Background: an optimization exercise with open tools, aiming at small area, a short achievable clock period and few clock cycles per item. Do not read the settings as production practice. RTL that was checked went through simulation tests only; none was proved equivalent to the original.

Setup of the reference run:
Design modular_exponentiation, start of the top module:
module modular_exponentiation (
    input  wire logic                  clk,
    input  wire logic                  rst_n,
    input  wire logic                  in_valid,
    output logic                       in_ready,
    input  wire mexp_pkg::word_t       message,
    output logic                       out_valid,
    input  wire logic                  out_ready,
    output mexp_pkg::word_t            power_result,
    input  wire logic                  cfg_valid,
    output logic                       cfg_ready,
    input  wire mexp_pkg::cfg_index_t  cfg_index,
    input  wire mexp_pkg::word_t       cfg_data
);
    mexp_pkg::word_t      modulus_reg;
    mexp_pkg::cnt_t       mshift_reg;
    mexp_pkg::word_t      exponent_reg;
    mexp_pkg::word_t      base_reg;
    mexp_pkg::word_t      acc_reg;
    logic                 acc_one_reg;
    mexp_pkg::sword_t     sqa_reg;
    mexp_pkg::sword_t     sqb_reg;
    mexp_pkg::est_t       sqr_reg;
    logic [2:0]           sqq_reg;
  ...
Settings: LEC_CHECK=0, CAP_MARGIN=20, CORE_MARGIN=2, CORE_UTILIZATION=60, SETUP_SLACK_MARGIN=2.85, SLEW_MARGIN=20; clock period 6.5 ns.
run.sh (not shown) runs the stock make flow with config.mk's settings and CLKGATE_MAP_FILE= SYNTH_SCRIPT=/design/flow/synth_recipe.tcl, a recipe that flattens the netlist after the stock synthesis.
Testbench counts of the reference run, summed over its fixed seeds: cycles 210,240, items 192.
Setup changes, the reference run to the trial run
--- a/flow/design.v
+++ b/flow/design.v
@@ -272,23 +272,25 @@
         mexp_pkg::est_t hc;
         mexp_pkg::est_t d;
         hs = u ^ v3 ^ w;
         hc = {((u[5:0] & v3[5:0]) | (u[5:0] & w[5:0]) | (v3[5:0] & w[5:0])), 1'b1};
         d  = hs + hc;
         sum3_sign = d[6];
     endfunction
 endmodule
 module mexp_csfix (
-    input  wire logic [32:0]      c,
+    input  wire mexp_pkg::sword_t c,
     input  wire mexp_pkg::word_t  n,
     output mexp_pkg::word_t       res
 );
-    assign res = c[mexp_pkg::WIDTH-1:0] + (n & {mexp_pkg::WIDTH{c[32]}});
+    mexp_pkg::sword_t c1;
+    assign c1  = c + {2'b00, n};
+    assign res = c[mexp_pkg::SW-1] ? c1[mexp_pkg::WIDTH-1:0] : c[mexp_pkg::WIDTH-1:0];
 endmodule
 `default_nettype wire
 `default_nettype none
 module modular_exponentiation (
     input  wire logic                  clk,
     input  wire logic                  rst_n,
     input  wire logic                  in_valid,
     output logic                       in_ready,
     input  wire mexp_pkg::word_t       message,
@@ -312,21 +314,21 @@
     logic [2:0]           sqq_reg;
     mexp_pkg::sword_t     mla_reg;
     mexp_pkg::sword_t     mlb_reg;
     mexp_pkg::est_t       mlr_reg;
     logic [2:0]           mlq_reg;
     logic                 sq_bit_reg;
     logic                 sq_nbit_reg;
     logic                 ml_bit_reg;
     logic                 ml_nbit_reg;
-    logic [32:0]          cv_reg;
-    logic [32:0]          cva;
-    logic [32:0]          cvb;
+    mexp_pkg::sword_t     cv_reg;
+    mexp_pkg::sword_t     cva;
+    mexp_pkg::sword_t     cvb;
     logic                 busy;
     logic                 hold;
     logic [5:0]           nq_reg;
     logic                 nq_ok_reg;
     logic                 special;
     logic                 load;
     logic                 rstep;
     logic                 conv1;
     logic                 conv2;
@@ -449,20 +451,20 @@
         .b       (base_reg),
         .n       (modulus_reg),
         .nq      (nq_reg),
         .ge      (mlq_reg),
         .sa_next (mla_next),
         .sb_next (mlb_next),
         .rt_next (mlr_next),
         .ge_next (mlq_next)
     );
-    assign cva = sqa_reg[32:0] | (mla_reg[32:0] & {33{pconv1_d}});
-    assign cvb = sqb_reg[32:0] | (mlb_reg[32:0] & {33{pconv1_d}});
+    assign cva = pconv1_d ? mla_reg : sqa_reg;
+    assign cvb = pconv1_d ? mlb_reg : sqb_reg;
     mexp_csfix u_fix (
         .c   (cv_reg),
         .n   (modulus_reg),
         .res (cv_res)
     );
     assign copy    = pconv2 && exp_bit && acc_one_reg;
     assign take    = pconv2_d && exp_bit && !acc_one_reg;
     assign acc_new = take ? cv_res : acc_reg;
     always_ff @(posedge clk)
--- outcome ---
- Area of all sequential standard cells (the trial run vs. the reference run) increases slightly
- Worst slew slack as a fraction of its limit ended up 8.1 points higher on the trial run than on the reference run.
- Comparing the trial run and the reference run, cell count along the critical path is lower on the trial run.
- Flip-flop and latch count, the trial run and the reference run: larger value in the trial run
- Summary — share of cell area taken by muxes after synthesis, the trial run relative to the reference run: higher, by 3.0 points.
- The trial run vs. the reference run: sum of met3 wire segment lengths after detailed routing now sits higher, cell area moved up.
Testbench counts of the trial run, summed over its fixed seeds: cycles 210,240, items 192.

* * *

## indigo
modular_exponentiation, a different RTL version from the one above (not shown whole).
Size: roughly 2500 cells after synthesis, about 110 I/O pins.
Settings: LEC_CHECK=0, CAP_MARGIN=20, CORE_MARGIN=2, CORE_UTILIZATION=60, SETUP_SLACK_MARGIN=2.85, SLEW_MARGIN=20; clock period 6.5 ns.
Testbench counts of indigo, summed over its fixed seeds: cycles 210,240, items 192.
diff inputs: indigo => zinc
--- a/flow/design.v
+++ b/flow/design.v
@@ -270,29 +270,29 @@
                                        input mexp_pkg::est_t w);
         mexp_pkg::est_t hs;
         mexp_pkg::est_t hc;
         mexp_pkg::est_t d;
         hs = u ^ v3 ^ w;
         hc = {((u[5:0] & v3[5:0]) | (u[5:0] & w[5:0]) | (v3[5:0] & w[5:0])), 1'b1};
         d  = hs + hc;
         sum3_sign = d[6];
     endfunction
 endmodule
 module mexp_csfix (
-    input  wire logic [32:0]      c,
+    input  wire mexp_pkg::sword_t c,
     input  wire mexp_pkg::word_t  n,
     output mexp_pkg::word_t       res
 );
-    logic [32:0] c1;
-    assign c1  = c + {1'b0, n};
-    assign res = c[32] ? c1[mexp_pkg::WIDTH-1:0] : c[mexp_pkg::WIDTH-1:0];
+    mexp_pkg::sword_t c1;
+    assign c1  = c + {2'b00, n};
+    assign res = c[mexp_pkg::SW-1] ? c1[mexp_pkg::WIDTH-1:0] : c[mexp_pkg::WIDTH-1:0];
 endmodule
 `default_nettype wire
 `default_nettype none
 module modular_exponentiation (
     input  wire logic                  clk,
     input  wire logic                  rst_n,
     input  wire logic                  in_valid,
     output logic                       in_ready,
     input  wire mexp_pkg::word_t       message,
     output logic                       out_valid,
     input  wire logic                  out_ready,
@@ -312,25 +312,25 @@
     mexp_pkg::sword_t     sqb_reg;
     mexp_pkg::est_t       sqr_reg;
     logic [2:0]           sqq_reg;
     mexp_pkg::sword_t     mla_reg;
     mexp_pkg::sword_t     mlb_reg;
     mexp_pkg::est_t       mlr_reg;
     logic [2:0]           mlq_reg;
     logic                 sq_bit_reg;
     logic                 sq_nbit_reg;
     logic                 ml_bit_reg;
     logic                 ml_nbit_reg;
-    logic [32:0]          cv_reg;
-    logic [32:0]          cva;
-    logic [32:0]          cvb;
+    mexp_pkg::sword_t     cv_reg;
+    mexp_pkg::sword_t     cva;
+    mexp_pkg::sword_t     cvb;
     logic                 busy;
     logic                 hold;
     logic [5:0]           nq_reg;
     logic                 nq_ok_reg;
     logic                 special;
     logic                 load;
     logic                 rstep;
     logic                 conv1;
     logic                 conv2;
     logic                 pconv2;
     logic                 conv1_d;
@@ -391,23 +391,23 @@
             nq_ok_reg <= 1'b0;
         end
         else
         begin
             nq_ok_reg <= !busy && !(cfg_valid && (cfg_index == mexp_pkg::REG_MODULUS));
         end
     end
     always_ff @(posedge clk)
     begin
         nq_reg <= modulus_reg[31:26];
     end
-    assign hold    = !nq_ok_reg;
+    assign hold    = busy || !nq_ok_reg;
     assign special = (modulus_reg == '0) || (exponent_reg == '0);
     mexp_ctrl u_ctrl (
         .clk          (clk),
         .rst_n        (rst_n),
         .in_valid     (in_valid),
         .in_ready     (in_ready),
         .out_valid    (out_valid),
         .out_ready    (out_ready),
         .busy         (hold),
         .special      (special),
         .mshift       (mshift_reg),
@@ -449,24 +449,24 @@
         .a       (ml_bit_reg),
         .an      (ml_nbit_reg),
         .b       (base_reg),
         .n       (modulus_reg),
         .nq      (nq_reg),
         .ge      (mlq_reg),
         .sa_next (mla_next),
         .sb_next (mlb_next),
         .rt_next (mlr_next),
         .ge_next (mlq_next)
     );
-    assign cva = sqa_reg[32:0] | (mla_reg[32:0] & {33{pconv1_d}});
-    assign cvb = sqb_reg[32:0] | (mlb_reg[32:0] & {33{pconv1_d}});
+    assign cva = pconv1_d ? mla_reg : sqa_reg;
+    assign cvb = pconv1_d ? mlb_reg : sqb_reg;
     mexp_csfix u_fix (
         .c   (cv_reg),
         .n   (modulus_reg),
         .res (cv_res)
     );
     assign copy    = pconv2 && exp_bit && acc_one_reg;
     assign take    = pconv2_d && exp_bit && !acc_one_reg;
     assign acc_new = take ? cv_res : acc_reg;
     always_ff @(posedge clk)
     begin
         exp_bit_reg <= exponent_reg[pass_idx];
[summary]
- zinc ran to completion and came out clean on the timing, design-rule and antenna checks.
- The higher total global routing track utilization came out of zinc.
- Relative to indigo, die area increased by about 2.7% in zinc.
- A startpoint of the most critical setup path of mlq_reg[1]$_SDFF_PP0_ is what indigo shows, while modulus_reg[5]$_DFFE_PN0N_ belongs to zinc.
- Compared with indigo, number of multi-input combinational cells in the layout in zinc increased slightly.
- | layout overhead on the synthesized area | higher: zinc |
- zinc reports a lower worst setup margin than indigo does.
Function not checked in zinc: the RTL went through the layout flow alone.

## separate check: timing with driven ports
Ports are ideal in the flow. The routed layouts listed here were re-timed in OpenROAD. Step 1, drivers: a clkbuf_16 drives clk and a buf_2 each remaining input, both assumed. Step 2 also shifts input and output timing later by t, the mid clock arrival at the registers, as if the neighbouring blocks saw the same clock. Slacks: ideal / step 1 / step 2; pairs: ideal / step 1.
run | t, ns | slack for setup (ns) | worst data-port slew with drivers (ns)
the reference run | 0.623 | 2.946 / 2.946 / 2.946 | 0.05
the trial run | 0.623 | 3.000 / 2.972 / 3.000 | 0.05
indigo | 0.621 | 2.970 / 2.960 / 2.970 | 0.06
zinc | 0.617 | 2.914 / 2.857 / 2.947 | 0.04
After both steps every run listed still meets setup and hold.
